Source: an optimization exercise on an open RTL-to-GDS flow (aim: small area). Production flows keep margins and buffers that such runs may drop.
Function was checked by simulation only, so behaviour that the tests miss may differ from the original.

==> inputs of run a <==
==> flow/design.v <==
`default_nettype none
package mem_dados_pkg;
  typedef enum logic [1:0] {
    IDLE   = 2'd0,
    SALVA  = 2'd1,
    PRONTO = 2'd2
  } ctx_state_e;
  localparam int unsigned OS_LIMIT_DEF = 687;
endpackage
`default_nettype wire
`default_nettype none
module mem_dados_ram #(
  parameter int DATA_W = 32,
  parameter int ADDR_W = 6
) (
  input  logic              clk,
  input  logic              we,
  input  logic              wr,
  input  logic [ADDR_W-1:0] addr,
  input  logic [DATA_W-1:0] wdata,
  output logic [DATA_W-1:0] rdata
);
  localparam int NW = 2**ADDR_W;
  logic [DATA_W-1:0] mem [NW];
  logic [DATA_W-1:0] rdata_q;
  logic [NW-1:0]     dec;
  always_comb begin
    dec = '0;
    dec[addr] = 1'b1;
  end
  always_ff @(posedge clk) begin
    if (we) mem[addr] <= wdata;
  end
  logic [DATA_W-1:0] rd_d;
  always_comb begin
    rd_d = {DATA_W{wr}} & wdata;
    for (int i = 0; i < NW; i++) rd_d = rd_d | ({DATA_W{dec[i] & ~wr}} & mem[i]);
  end
  always_ff @(posedge clk) rdata_q <= rd_d;
  assign rdata = rdata_q;
endmodule
`default_nettype wire
`default_nettype none
module mem_dados_ctx
#(
  parameter int DATA_W   = 32,
  parameter int ADDR_W   = 6,
  parameter int NUM_PROC = 4,
  parameter int OS_LIMIT = mem_dados_pkg::OS_LIMIT_DEF
) (
  input  logic                        clk,
  input  logic                        rst_n,
  input  logic                        mem_write,
  input  logic                        mem_read,
  input  logic [31:0]                 posicao,
  input  logic [DATA_W-1:0]           dados,
  output logic [DATA_W-1:0]           rd_data,
  output logic                        rd_valid,
  output logic                        addr_err,
  input  logic [DATA_W-1:0]           pos_atual,
  input  logic [DATA_W-1:0]           end_atual,
  input  logic [$clog2(NUM_PROC)-1:0] proc_id,
  input  logic                        troca,
  input  logic                        fim,
  input  logic [$clog2(NUM_PROC)-1:0] proc_sel,
  output logic [DATA_W-1:0]           saida_pc,
  output logic [NUM_PROC-1:0]         slot_valido,
  output logic [NUM_PROC-1:0]         proc_fim,
  output logic                        ctx_ocupado,
  output logic                        ctx_pronto
);
  localparam int PW = $clog2(NUM_PROC);
  logic              acc_ok;
  logic              rd_valid_q, addr_err_q;
  assign acc_ok = (posicao >> ADDR_W) == 32'd0;
  always_ff @(posedge clk or negedge rst_n) begin
    if (!rst_n) begin
      rd_valid_q <= 1'b0;
      addr_err_q <= 1'b0;
    end else begin
      rd_valid_q <= mem_read & acc_ok;
      addr_err_q <= (mem_read | mem_write) & ~acc_ok;
    end
  end
  mem_dados_ram #(
    .DATA_W (DATA_W),
    .ADDR_W (ADDR_W)
  ) u_ram (
    .clk   (clk),
    .we    (mem_write & acc_ok),
    .wr    (mem_write),
    .addr  (posicao[ADDR_W-1:0]),
    .wdata (dados),
    .rdata (rd_data)
  );
  assign rd_valid = rd_valid_q;
  assign addr_err = addr_err_q;
  logic              ocup_q, pronto_q;
  logic [DATA_W-1:0] pc_q;
  logic [PW-1:0]     id_q;
  logic              fim_q;
  logic [DATA_W-1:0] slot_q [NUM_PROC];
  logic [NUM_PROC-1:0] slot_valido_q, proc_fim_q;
  logic              save_req, saving;
  assign save_req = fim | (troca & (pos_atual > DATA_W'(OS_LIMIT)));
  assign saving   = ocup_q & ~pronto_q;
  always_ff @(posedge clk or negedge rst_n) begin
    if (!rst_n) begin
      ocup_q        <= 1'b0;
      pronto_q      <= 1'b0;
      slot_valido_q <= '0;
      proc_fim_q    <= '0;
    end else begin
      ocup_q   <= ocup_q ? ~pronto_q : save_req;
      pronto_q <= saving;
      if (saving) begin
        slot_valido_q[id_q] <= 1'b1;
        if (fim_q) proc_fim_q[id_q] <= 1'b1;
      end
    end
  end
  always_ff @(posedge clk) begin
    pc_q  <= end_atual;
    id_q  <= proc_id;
    fim_q <= fim;
  end
  always_ff @(posedge clk) begin
    if (saving) slot_q[id_q] <= pc_q;
  end
  assign saida_pc    = slot_q[proc_sel];
  assign slot_valido = slot_valido_q;
  assign proc_fim    = proc_fim_q;
  assign ctx_pronto  = pronto_q;
  assign ctx_ocupado = ocup_q;
endmodule
`default_nettype wire
==> flow/run.sh <==
#!/bin/bash
# synth_recipe.tcl (not shown) runs the flow's synth.tcl, then flattens the netlist and writes it again
# the make line also repeats each setting of config.mk as NAME=value (left out here)
make -C /OpenROAD-flow-scripts/flow DESIGN_CONFIG=/design/flow/config.mk WORK_HOME=/design/flow/orfs CLKGATE_MAP_FILE= SYNTH_SCRIPT=/design/flow/synth_recipe.tcl finish
==> flow/config.mk <==
export PLATFORM = sky130hd
export DESIGN_NAME = mem_dados_ctx
export DESIGN_NICKNAME = mem_dados_ctx
export VERILOG_FILES = /design/flow/design.v
export SDC_FILE = /design/flow/constraint.sdc
export NUM_CORES = 4
export LEC_CHECK = 0
export CAP_MARGIN = 20
export CORE_MARGIN = 2
export CORE_UTILIZATION = 40
export SLEW_MARGIN = 20
==> flow/constraint.sdc <==
create_clock -name core_clock -period 5.0 [get_ports {clk}]
set_input_delay 1.0000 -clock core_clock [delete_from_list [all_inputs] [get_ports {clk}]]
set_output_delay 1.0000 -clock core_clock [all_outputs]
set_load 0.01 [all_outputs]
==> inputs of run b, as changes to run a <==
==> flow/design.v, changed modules only <==
module mem_dados_ram #(
  parameter int DATA_W = 32,
  parameter int ADDR_W = 6
) (
  input  logic              clk,
  input  logic              we,
  input  logic              re,
  input  logic [ADDR_W-1:0] addr,
  input  logic [DATA_W-1:0] wdata,
  output logic [DATA_W-1:0] rdata
);
  logic [DATA_W-1:0] mem [2**ADDR_W];
  logic [DATA_W-1:0] rdata_q;
  always_ff @(posedge clk) begin
    if (we) mem[addr] <= wdata;
    if (re) rdata_q <= we ? wdata : mem[addr];
  end
  assign rdata = rdata_q;
endmodule
module mem_dados_ctx
#(
  parameter int DATA_W   = 32,
  parameter int ADDR_W   = 6,
  parameter int NUM_PROC = 4,
  parameter int OS_LIMIT = mem_dados_pkg::OS_LIMIT_DEF
) (
  input  logic                        clk,
  input  logic                        rst_n,
  input  logic                        mem_write,
  input  logic                        mem_read,
  input  logic [31:0]                 posicao,
  input  logic [DATA_W-1:0]           dados,
  output logic [DATA_W-1:0]           rd_data,
  output logic                        rd_valid,
  output logic                        addr_err,
  input  logic [DATA_W-1:0]           pos_atual,
  input  logic [DATA_W-1:0]           end_atual,
  input  logic [$clog2(NUM_PROC)-1:0] proc_id,
  input  logic                        troca,
  input  logic                        fim,
  input  logic [$clog2(NUM_PROC)-1:0] proc_sel,
  output logic [DATA_W-1:0]           saida_pc,
  output logic [NUM_PROC-1:0]         slot_valido,
  output logic [NUM_PROC-1:0]         proc_fim,
  output logic                        ctx_ocupado,
  output logic                        ctx_pronto
);
  localparam int PW = $clog2(NUM_PROC);
  logic              acc_ok, ram_we, ram_re;
  logic              rd_valid_d, rd_valid_q;
  logic              addr_err_d, addr_err_q;
  logic              has_rd_d, has_rd_q;
  logic [DATA_W-1:0] ram_rdata;
  always_comb begin
    acc_ok     = (posicao >> ADDR_W) == 32'd0;
    ram_we     = mem_write & acc_ok;
    ram_re     = mem_read & acc_ok;
    rd_valid_d = ram_re;
    addr_err_d = (mem_read | mem_write) & ~acc_ok;
    has_rd_d   = has_rd_q | ram_re;
  end
  always_ff @(posedge clk or negedge rst_n) begin
    if (!rst_n) begin
      rd_valid_q <= 1'b0;
      addr_err_q <= 1'b0;
      has_rd_q   <= 1'b0;
    end else begin
      rd_valid_q <= rd_valid_d;
      addr_err_q <= addr_err_d;
      has_rd_q   <= has_rd_d;
    end
  end
  mem_dados_ram #(
    .DATA_W (DATA_W),
    .ADDR_W (ADDR_W)
  ) u_ram (
    .clk   (clk),
    .we    (ram_we),
    .re    (ram_re),
    .addr  (posicao[ADDR_W-1:0]),
    .wdata (dados),
    .rdata (ram_rdata)
  );
  assign rd_data  = has_rd_q ? ram_rdata : '0;
  assign rd_valid = rd_valid_q;
  assign addr_err = addr_err_q;
  mem_dados_pkg::ctx_state_e state_q;
  logic [DATA_W-1:0] pc_q;
  logic [PW-1:0]     id_q;
  logic              fim_q;
  logic [DATA_W-1:0] slot_q [NUM_PROC];
  logic [NUM_PROC-1:0] slot_valido_q, proc_fim_q;
  logic              ctx_pronto_q, ctx_ocupado_q;
  logic              save_req, accept;
  always_comb begin
    save_req = fim | (troca & (pos_atual > DATA_W'(OS_LIMIT)));
    accept   = (state_q == mem_dados_pkg::IDLE) & save_req & (32'(proc_id) < NUM_PROC);
  end
  always_ff @(posedge clk or negedge rst_n) begin
    if (!rst_n) begin
      state_q       <= mem_dados_pkg::IDLE;
      pc_q          <= '0;
      id_q          <= '0;
      fim_q         <= 1'b0;
      for (int i = 0; i < NUM_PROC; i++) slot_q[i] <= '0;
      slot_valido_q <= '0;
      proc_fim_q    <= '0;
      ctx_pronto_q  <= 1'b0;
      ctx_ocupado_q <= 1'b0;
    end else begin
      case (state_q)
        mem_dados_pkg::IDLE: begin
          ctx_pronto_q <= 1'b0;
          if (accept) begin
            pc_q          <= end_atual;
            id_q          <= proc_id;
            fim_q         <= fim;
            state_q       <= mem_dados_pkg::SALVA;
            ctx_ocupado_q <= 1'b1;
          end
        end
        mem_dados_pkg::SALVA: begin
          slot_q[id_q]        <= pc_q;
          slot_valido_q[id_q] <= 1'b1;
          if (fim_q) proc_fim_q[id_q] <= 1'b1;
          ctx_pronto_q        <= 1'b1;
          state_q             <= mem_dados_pkg::PRONTO;
        end
        mem_dados_pkg::PRONTO: begin
          ctx_pronto_q  <= 1'b0;
          ctx_ocupado_q <= 1'b0;
          state_q       <= mem_dados_pkg::IDLE;
        end
        default: begin
          ctx_pronto_q  <= 1'b0;
          ctx_ocupado_q <= 1'b0;
          state_q       <= mem_dados_pkg::IDLE;
        end
      endcase
    end
  end
  assign saida_pc    = (32'(proc_sel) < NUM_PROC) ? slot_q[proc_sel] : '0;
  assign slot_valido = slot_valido_q;
  assign proc_fim    = proc_fim_q;
  assign ctx_pronto  = ctx_pronto_q;
  assign ctx_ocupado = ctx_ocupado_q;
endmodule
==> inputs of run c, as changes to run a <==
--- a/flow/design.v
+++ b/flow/design.v
@@ -17,15 +17,8 @@
   input  logic              we,
-  input  logic              wr,
   input  logic [ADDR_W-1:0] addr,
   input  logic [DATA_W-1:0] wdata,
+  input  logic [ADDR_W-1:0] raddr,
   output logic [DATA_W-1:0] rdata
 );
-  localparam int NW = 2**ADDR_W;
-  logic [DATA_W-1:0] mem [NW];
-  logic [DATA_W-1:0] rdata_q;
-  logic [NW-1:0]     dec;
-  always_comb begin
-    dec = '0;
-    dec[addr] = 1'b1;
-  end
+  logic [DATA_W-1:0] mem [2**ADDR_W];
   always_ff @(posedge clk) begin
@@ -33,9 +26,9 @@
   end
-  logic [DATA_W-1:0] rd_d;
+  logic [2**ADDR_W-1:0] rsel;
   always_comb begin
-    rd_d = {DATA_W{wr}} & wdata;
-    for (int i = 0; i < NW; i++) rd_d = rd_d | ({DATA_W{dec[i] & ~wr}} & mem[i]);
+    rsel  = '0;
+    rsel[raddr] = 1'b1;
+    rdata = '0;
+    for (int i = 0; i < 2**ADDR_W; i++) rdata = rdata | ({DATA_W{rsel[i]}} & mem[i]);
   end
-  always_ff @(posedge clk) rdata_q <= rd_d;
-  assign rdata = rdata_q;
 endmodule
@@ -74,2 +67,3 @@
   logic              rd_valid_q, addr_err_q;
+  logic [ADDR_W-1:0] raddr_q;
   assign acc_ok = (posicao >> ADDR_W) == 32'd0;
@@ -84,2 +78,3 @@
   end
+  always_ff @(posedge clk) raddr_q <= posicao[ADDR_W-1:0];
   mem_dados_ram #(
@@ -90,5 +85,5 @@
     .we    (mem_write & acc_ok),
-    .wr    (mem_write),
     .addr  (posicao[ADDR_W-1:0]),
     .wdata (dados),
+    .raddr (raddr_q),
     .rdata (rd_data)
==> results.ini <==
[clock_network]
cts_buffers=215

[global_route]
grt_max_degree=66
grt_first_pass_wirelength_mm=509
gr-usage-met1=0.458

[layout]
nNetsFinal=5773
final_cells=8545

[place]
hpwlAfterDp_mm=248

[logic_synthesis]
syn_nets=4889

[setup_path]
crit_cells=13

[sta]
slew_headroom=0.150
setup_violations=0

[run_status]
status=no timing/DRC/antenna violations

That was run a.
==> results.ini <==
[place]
hpwlAfterDp_mm=168

[sta]
setup_violations=0

[logic_synthesis]
syn_nets=4791

[setup_path]
crit_cells=7

[global_route]
grt_max_degree=102
grt_first_pass_wirelength_mm=387

[run_status]
status=no timing/DRC/antenna violations

[layout]
final_cells=8212

[clock_network]
cts_buffers=226

That was run b.
==> results.ini <==
[sta]
slew_headroom=0.351
setup_violations=32
timing.final.ws_setup_ns=-0.524

[global_route]
grt_first_pass_wirelength_mm=420

[setup_path]
crit_cells=15

[logic_synthesis]
syn_nets=4670

[run_status]
status=failed layout checks
checkFailReasons=negative setup slack

[layout]
nNetsFinal=5685

That was run c.

## static timing again, ports no longer ideal
The flow's constraints put no driver on any port. The routed layouts listed below were extracted and timed again, unchanged, in two steps. Step 1 assumes that a clkbuf_16 drives the clock port and a buf_2 every other input. Step 2 adds t to the input delays and takes it off the output delays; t is the mean of the earliest and latest rising clock arrival at the registers after step 1. Input paths then give back, and output paths get back, about the clock's delay inside the block. Three values: ideal ports, drivers, drivers and shift; two values: the first two.
run | t, ns | setup WS [ns] | hold slack, ns | slew at the worst register clock pin (ns) | worst slew at a driven data input, ns
run a | 0.954 | 0.199 / 0.233 / -0.721 | 0.401 / 0.374 / 0.467 | 0.07 / 0.07 | 0.19
run b | 0.949 | 1.033 / 1.082 / 0.148 | 0.172 / 0.115 / 0.470 | 0.07 / 0.07 | 0.20
run c | 0.964 | -0.524 / -0.622 / 0.342 | 0.407 / 0.400 / 0.448 | 0.07 / 0.07 | 0.12
Met with ideal ports but missed after step 2: setup timing in run a. The setup slack of run a, which loses most, moves by +0.034 ns with the drivers and by -0.920 ns with both steps.
